This is an optimization exercise on Yosys and OpenROAD, whose aim is small area, a short achievable clock period and few clock cycles per item, not a production implementation. Power figures rest on the tool's default switching activity, not on a simulated workload.

==> flow/design.v <==
module ram_sp_rsp #(
  parameter int AW    = 9,
  parameter int DW    = 8,
  parameter int DEPTH = 384,
  parameter int CW    = 16,
  parameter int RQ    = 4,     
  parameter int K     = 4,     
  parameter int NP    = 8      
) (
  input  logic          clk,
  input  logic          reset,
  input  logic          req_valid,
  output logic          req_ready,
  input  logic          req_we,
  input  logic          req_oe,
  input  logic [AW-1:0] req_addr,
  input  logic [DW-1:0] req_wdata,
  output logic          rsp_valid,
  input  logic          rsp_ready,
  output logic [DW-1:0] rsp_rdata,
  output logic          rsp_err,
  output logic [CW-1:0] wr_cnt,
  output logic [CW-1:0] rd_cnt
);
  localparam int KW  = $clog2(K);
  localparam int NR  = DEPTH / K;             
  localparam int CAP = RQ + 1;                
  localparam int OW  = $clog2(CAP + 1);
  localparam int PW  = (RQ > 1) ? $clog2(RQ) : 1;
  localparam int NW  = $clog2(NP + 1);
  logic          r_v;
  logic          r_we;
  logic          r_oe;
  logic [AW-1:0] r_addr;
  logic [DW-1:0] r_wdata;
  logic          r_rdy;
  logic [OW-1:0] r_out;         
  logic [CW-1:0] r_wr_cnt;
  logic [CW-1:0] r_rd_cnt;
  logic [KW-1:0] r_ph;
  logic [DW-1:0] r_ring [NR][K];
  logic          r_c_v;
  logic [AW-1:0] r_c_a;
  logic [DW-1:0] r_c_d;
  logic [NP-1:0] r_p_v;
  logic [NP-1:0] r_p_v2;
  logic [NP-1:0] w_p_v;
  logic [AW-1:0] r_p_a [NP];
  logic [DW-1:0] r_p_d [NP];
  logic          r_h_v;
  logic [DW-1:0] r_h_d;
  logic          r_h_e;
  logic [DW-1:0] r_q_d [RQ];
  logic          r_q_e [RQ];
  logic [PW-1:0] r_q_wp;
  logic [PW-1:0] r_q_rp;
  logic [OW-1:0] r_q_n;
  logic          w_acc;
  logic          w_acc_wr;
  logic          w_acc_rd;
  logic          w_pop;
  logic          w_s_inr;
  logic          w_s_wr;
  logic          w_s_rd;
  logic [DW-1:0] w_s_d;
  logic [OW-1:0] w_out_nx;
  assign req_ready = r_rdy && !reset;
  assign w_acc     = req_valid && req_ready;
  assign w_acc_wr  = w_acc && req_we && ({1'b0, req_addr} < (AW + 1)'(DEPTH));
  assign w_acc_rd  = w_acc && !req_we && req_oe;
  assign w_pop     = r_h_v && rsp_ready;
  always_ff @(posedge clk) begin
    r_v     <= w_acc;
    r_we    <= req_we;
    r_oe    <= req_oe;
    r_addr  <= req_addr;
    r_wdata <= req_wdata;
  end
  assign w_s_inr = {1'b0, r_addr} < (AW + 1)'(DEPTH);
  assign w_s_wr  = r_v && r_we && w_s_inr;
  assign w_s_rd  = r_v && !r_we && r_oe;
  always_ff @(posedge clk) begin
    r_ph <= r_ph + 1'b1;
  end
  for (genvar gr = 0; gr < NR; gr++) begin : g_ring
    always_ff @(posedge clk) begin
      r_ring[gr][0] <= (r_c_v && r_c_a[AW-1:KW] == (AW - KW)'(gr)) ? r_c_d : r_ring[gr][K-1];
      for (int p = 1; p < K; p++) begin
        r_ring[gr][p] <= r_ring[gr][p-1];
      end
    end
  end
  logic [KW-1:0] w_el_ph;       
  logic [NP-1:0] w_m;           
  logic [NP-1:0] w_el;          
  logic [NP-1:0] w_sel;         
  logic [NP-1:0] w_free_sel;    
  logic          w_any_el;
  logic          w_s_el;
  logic          w_m_sel;
  logic          w_alloc;
  logic [AW-1:0] w_sel_a;
  logic [DW-1:0] w_sel_d;
  logic [NW-1:0] w_p_n;
  assign w_p_v   = r_p_v & r_p_v2;
  assign w_el_ph = ~(r_ph + 1'b1);
  assign w_s_el  = r_addr[KW-1:0] == w_el_ph;
  always_comb begin
    w_sel      = '0;
    w_free_sel = '0;
    w_sel_a    = '0;
    w_sel_d    = '0;
    w_p_n      = '0;
    for (int i = 0; i < NP; i++) begin
      w_m[i]  = w_p_v[i] && r_p_a[i] == r_addr;
      w_el[i] = w_p_v[i] && r_p_a[i][KW-1:0] == w_el_ph;
      w_p_n   = w_p_n + NW'(w_p_v[i]);
    end
    for (int i = NP - 1; i >= 0; i--) begin
      if (w_el[i])    w_sel      = NP'(1) << i;
      if (!w_p_v[i])  w_free_sel = NP'(1) << i;
    end
    for (int i = 0; i < NP; i++) begin
      w_sel_a = w_sel_a | (r_p_a[i] & {AW{w_sel[i]}});
      w_sel_d = w_sel_d | (r_p_d[i] & {DW{w_sel[i]}});
    end
  end
  assign w_any_el = |w_el;
  assign w_m_sel  = |(w_m & w_sel);
  assign w_alloc  = w_s_wr && !(|w_m) && (w_any_el || !w_s_el);
  always_ff @(posedge clk) begin
    if (w_any_el) begin
      r_c_v <= 1'b1;
      r_c_a <= w_sel_a;
      r_c_d <= (w_s_wr && w_m_sel) ? r_wdata : w_sel_d;
    end else if (w_s_wr && w_s_el) begin
      r_c_v <= 1'b1;
      r_c_a <= r_addr;
      r_c_d <= r_wdata;
    end else begin
      r_c_v <= 1'b0;
    end
  end
  for (genvar gi = 0; gi < NP; gi++) begin : g_pool
    always_ff @(posedge clk) begin
      if (w_sel[gi]) begin
        r_p_v[gi]  <= 1'b0;
        r_p_v2[gi] <= 1'b0;
      end else if (w_alloc && w_free_sel[gi]) begin
        r_p_v[gi]  <= 1'b1;
        r_p_v2[gi] <= 1'b1;
      end
      if (w_alloc && w_free_sel[gi]) begin
        r_p_a[gi] <= r_addr;
      end
      if (w_s_wr && (w_m[gi] || w_free_sel[gi])) begin
        r_p_d[gi] <= r_wdata;
      end
    end
  end
  logic [KW-1:0] w_rd_pos;
  logic [DW-1:0] w_ring_d;
  logic [DW-1:0] w_fwd_d;
  logic          w_fwd;
  logic          w_c_hit;
  assign w_rd_pos = r_addr[KW-1:0] + r_ph;
  assign w_c_hit  = r_c_v && r_c_a == r_addr;
  logic [DW-1:0] w_col [K];
  logic [NR-1:0] w_rsel;
  always_comb begin
    for (int r = 0; r < NR; r++) begin
      w_rsel[r] = r_addr[AW-1:KW] == (AW - KW)'(r);
    end
    for (int p = 0; p < K; p++) begin
      w_col[p] = '0;
      for (int r = 0; r < NR; r++) begin
        w_col[p] = w_col[p] | (r_ring[r][p] & {DW{w_rsel[r]}});
      end
    end
    w_ring_d = w_col[w_rd_pos];
    w_fwd_d = r_c_d & {DW{w_c_hit}};
    for (int i = 0; i < NP; i++) begin
      w_fwd_d = w_fwd_d | (r_p_d[i] & {DW{w_m[i]}});
    end
  end
  assign w_fwd = w_c_hit || (|w_m);
  assign w_s_d = !w_s_inr ? '0 : w_fwd ? w_fwd_d : w_ring_d;
  logic [NW:0]   w_p_nx;
  logic          w_p_ok;
  assign w_p_nx = (NW + 1)'(w_p_n) - (NW + 1)'(w_any_el) + (NW + 1)'(w_alloc);
  assign w_p_ok = w_p_nx + (NW + 1)'(w_acc_wr) < (NW + 1)'(NP);
  assign w_out_nx = r_out + OW'(w_acc_rd) - OW'(w_pop);
  always_ff @(posedge clk) begin
    if (reset) begin
      r_rdy    <= 1'b1;
      r_out    <= '0;
      r_wr_cnt <= '0;
      r_rd_cnt <= '0;
    end else begin
      r_rdy    <= (w_out_nx < OW'(CAP)) && w_p_ok;
      r_out    <= w_out_nx;
      if (w_acc_wr) r_wr_cnt <= r_wr_cnt + 1'b1;
      if (w_acc_rd) r_rd_cnt <= r_rd_cnt + 1'b1;
    end
  end
  always_ff @(posedge clk) begin
    if (reset) begin
      r_h_v  <= 1'b0;
      r_h_d  <= '0;
      r_h_e  <= 1'b0;
      r_q_wp <= '0;
      r_q_rp <= '0;
      r_q_n  <= '0;
    end else begin
      if (!r_h_v || w_pop) begin
        if (r_q_n != '0) begin
          r_h_v  <= 1'b1;
          r_h_d  <= r_q_d[r_q_rp];
          r_h_e  <= r_q_e[r_q_rp];
          r_q_rp <= (r_q_rp == PW'(RQ - 1)) ? '0 : r_q_rp + 1'b1;
          if (!w_s_rd) r_q_n <= r_q_n - 1'b1;
        end else begin
          r_h_v <= w_s_rd;
          r_h_d <= w_s_rd ? w_s_d : '0;
          r_h_e <= w_s_rd && !w_s_inr;
        end
      end else if (w_s_rd) begin
        r_q_n <= r_q_n + 1'b1;
      end
      if (w_s_rd && ((r_h_v && !w_pop) || r_q_n != '0)) begin
        r_q_wp <= (r_q_wp == PW'(RQ - 1)) ? '0 : r_q_wp + 1'b1;
      end
    end
  end
  for (genvar gi = 0; gi < RQ; gi++) begin : g_q
    always_ff @(posedge clk) begin
      if (w_s_rd && ((r_h_v && !w_pop) || r_q_n != '0) && r_q_wp == PW'(gi)) begin
        r_q_d[gi] <= w_s_d;
        r_q_e[gi] <= !w_s_inr;
      end
    end
  end
  assign rsp_valid = r_h_v;
  assign rsp_rdata = r_h_d;
  assign rsp_err   = r_h_e;
  assign wr_cnt    = r_wr_cnt;
  assign rd_cnt    = r_rd_cnt;
endmodule
make LEC_CHECK=0 ABC_CLOCK_PERIOD_IN_PS=2500 CAP_MARGIN=20 CORE_MARGIN=2 CORE_UTILIZATION=35 SETUP_SLACK_MARGIN=2.5 SLEW_MARGIN=20 finish   # period 5.0 ns
run.sh (not shown) runs the stock make flow with config.mk's settings and CLKGATE_MAP_FILE= SYNTH_SCRIPT=/design/flow/synth_recipe.tcl, a recipe that flattens the netlist after the stock synthesis.
Next try:
--- a/flow/design.v
+++ b/flow/design.v
@@ -2,9 +2,9 @@
   parameter int AW    = 9,
   parameter int DW    = 8,
   parameter int DEPTH = 384,
   parameter int CW    = 16,
-  parameter int RQ    = 4,     
+  parameter int RQ    = 5,     
   parameter int K     = 4,     
   parameter int NP    = 8      
 ) (
   input  logic          clk,
@@ -61,21 +61,29 @@
   logic          w_pop;
   logic          w_s_inr;
   logic          w_s_wr;
   logic          w_s_rd;
+  logic          w_push;
   logic [DW-1:0] w_s_d;
   logic [OW-1:0] w_out_nx;
   assign req_ready = r_rdy && !reset;
   assign w_acc     = req_valid && req_ready;
   assign w_acc_wr  = w_acc && req_we && ({1'b0, req_addr} < (AW + 1)'(DEPTH));
   assign w_acc_rd  = w_acc && !req_we && req_oe;
   assign w_pop     = r_h_v && rsp_ready;
+  localparam int RH = (NR + 15) / 16;
+  logic [RH-1:0] r_dec_h;
+  logic [3:0]    r_dec_m;
+  logic [3:0]    r_dec_l;
   always_ff @(posedge clk) begin
     r_v     <= w_acc;
     r_we    <= req_we;
     r_oe    <= req_oe;
     r_addr  <= req_addr;
     r_wdata <= req_wdata;
+    for (int i = 0; i < RH; i++) r_dec_h[i] <= req_addr[AW-1:KW+4] == (AW - KW - 4)'(i);
+    for (int i = 0; i < 4; i++)  r_dec_m[i] <= req_addr[KW+3:KW+2] == 2'(i);
+    for (int i = 0; i < 4; i++)  r_dec_l[i] <= req_addr[KW+1:KW] == 2'(i);
   end
   assign w_s_inr = {1'b0, r_addr} < (AW + 1)'(DEPTH);
   assign w_s_wr  = r_v && r_we && w_s_inr;
   assign w_s_rd  = r_v && !r_we && r_oe;
@@ -168,24 +176,38 @@
   logic [DW-1:0] w_col [K];
   logic [NR-1:0] w_rsel;
   always_comb begin
     for (int r = 0; r < NR; r++) begin
-      w_rsel[r] = r_addr[AW-1:KW] == (AW - KW)'(r);
+      w_rsel[r] = r_dec_h[r / 16] && r_dec_m[(r / 4) % 4] && r_dec_l[r % 4];
     end
     for (int p = 0; p < K; p++) begin
       w_col[p] = '0;
       for (int r = 0; r < NR; r++) begin
         w_col[p] = w_col[p] | (r_ring[r][p] & {DW{w_rsel[r]}});
       end
     end
-    w_ring_d = w_col[w_rd_pos];
     w_fwd_d = r_c_d & {DW{w_c_hit}};
     for (int i = 0; i < NP; i++) begin
       w_fwd_d = w_fwd_d | (r_p_d[i] & {DW{w_m[i]}});
     end
   end
   assign w_fwd = w_c_hit || (|w_m);
-  assign w_s_d = !w_s_inr ? '0 : w_fwd ? w_fwd_d : w_ring_d;
+  logic          r_r_v;
+  logic          r_r_inr;
+  logic          r_r_fwd;
+  logic [KW-1:0] r_r_pos;
+  logic [DW-1:0] r_r_fwd_d;
+  logic [DW-1:0] r_r_col [K];
+  always_ff @(posedge clk) begin
+    r_r_v     <= w_s_rd && !reset;
+    r_r_inr   <= w_s_inr;
+    r_r_fwd   <= w_fwd;
+    r_r_pos   <= w_rd_pos;
+    r_r_fwd_d <= w_fwd_d;
+    for (int p = 0; p < K; p++) r_r_col[p] <= w_col[p];
+  end
+  assign w_ring_d = r_r_col[r_r_pos];
+  assign w_s_d    = !r_r_inr ? '0 : r_r_fwd ? r_r_fwd_d : w_ring_d;
   logic [NW:0]   w_p_nx;
   logic          w_p_ok;
   assign w_p_nx = (NW + 1)'(w_p_n) - (NW + 1)'(w_any_el) + (NW + 1)'(w_alloc);
   assign w_p_ok = w_p_nx + (NW + 1)'(w_acc_wr) < (NW + 1)'(NP);
@@ -202,8 +224,9 @@
       if (w_acc_wr) r_wr_cnt <= r_wr_cnt + 1'b1;
       if (w_acc_rd) r_rd_cnt <= r_rd_cnt + 1'b1;
     end
   end
+  assign w_push = r_r_v && !reset;
   always_ff @(posedge clk) begin
     if (reset) begin
       r_h_v  <= 1'b0;
       r_h_d  <= '0;
@@ -217,27 +240,27 @@
           r_h_v  <= 1'b1;
           r_h_d  <= r_q_d[r_q_rp];
           r_h_e  <= r_q_e[r_q_rp];
           r_q_rp <= (r_q_rp == PW'(RQ - 1)) ? '0 : r_q_rp + 1'b1;
-          if (!w_s_rd) r_q_n <= r_q_n - 1'b1;
+          if (!w_push) r_q_n <= r_q_n - 1'b1;
         end else begin
-          r_h_v <= w_s_rd;
-          r_h_d <= w_s_rd ? w_s_d : '0;
-          r_h_e <= w_s_rd && !w_s_inr;
+          r_h_v <= w_push;
+          r_h_d <= w_push ? w_s_d : '0;
+          r_h_e <= w_push && !r_r_inr;
         end
-      end else if (w_s_rd) begin
+      end else if (w_push) begin
         r_q_n <= r_q_n + 1'b1;
       end
-      if (w_s_rd && ((r_h_v && !w_pop) || r_q_n != '0)) begin
+      if (w_push && ((r_h_v && !w_pop) || r_q_n != '0)) begin
         r_q_wp <= (r_q_wp == PW'(RQ - 1)) ? '0 : r_q_wp + 1'b1;
       end
     end
   end
   for (genvar gi = 0; gi < RQ; gi++) begin : g_q
     always_ff @(posedge clk) begin
-      if (w_s_rd && ((r_h_v && !w_pop) || r_q_n != '0) && r_q_wp == PW'(gi)) begin
+      if (w_push && ((r_h_v && !w_pop) || r_q_n != '0) && r_q_wp == PW'(gi)) begin
         r_q_d[gi] <= w_s_d;
-        r_q_e[gi] <= !w_s_inr;
+        r_q_e[gi] <= !r_r_inr;
       end
     end
   end
   assign rsp_valid = r_h_v;
What happened:
- The changed run passed the timing, design-rule and antenna checks
- area after synthesis shrinks by 4.1%
- sequential power barely changes
- cell count went down by 11%
- routed wire length shrinks by 23%
- hold slack got worse by 23 ps
- power drops by 5.2%
- register-to-register slack loses 90 ps
- utilization shrinks by 2.3 points
- worst setup slack is worse by 87 ps
- non-clock buffer count falls by 662
Function was not checked in any run of this note: the RTL went through the layout flow alone.

-- separate check: timing with driven ports --
In the flow no input, the clock included, has a driving cell. The finished layouts below were timed again as built, in two steps. Step 1 sets driving cells, clkbuf_16 on the clock port and buf_2 on the other inputs (assumed; they add their load-dependent delay and slew). Step 2 adds t to the input delays and takes it off the output delays; t is the mean of the earliest and latest rising clock arrival at the registers after step 1. Input paths then give back, and output paths get back, about the clock's delay inside the block. a / b / c = no drivers / after step 1 / after step 2; a / b = the first two.
run | shift t [ns] | setup slack, ns | worst hold slack (ns) | worst register clock-pin slew, ns
the first run | 1.082 | 0.719 / 0.719 / 0.675 | 0.291 / 0.291 / 0.291 | 0.07 / 0.07
the second run | 0.996 | 0.631 / 0.631 / 0.619 | 0.269 / 0.269 / 0.269 | 0.07 / 0.07
After both steps setup and hold are still met in every run listed. For the first run, which loses most, drivers alone change the setup slack by 0.000 ns; drivers and shift together by -0.044 ns.
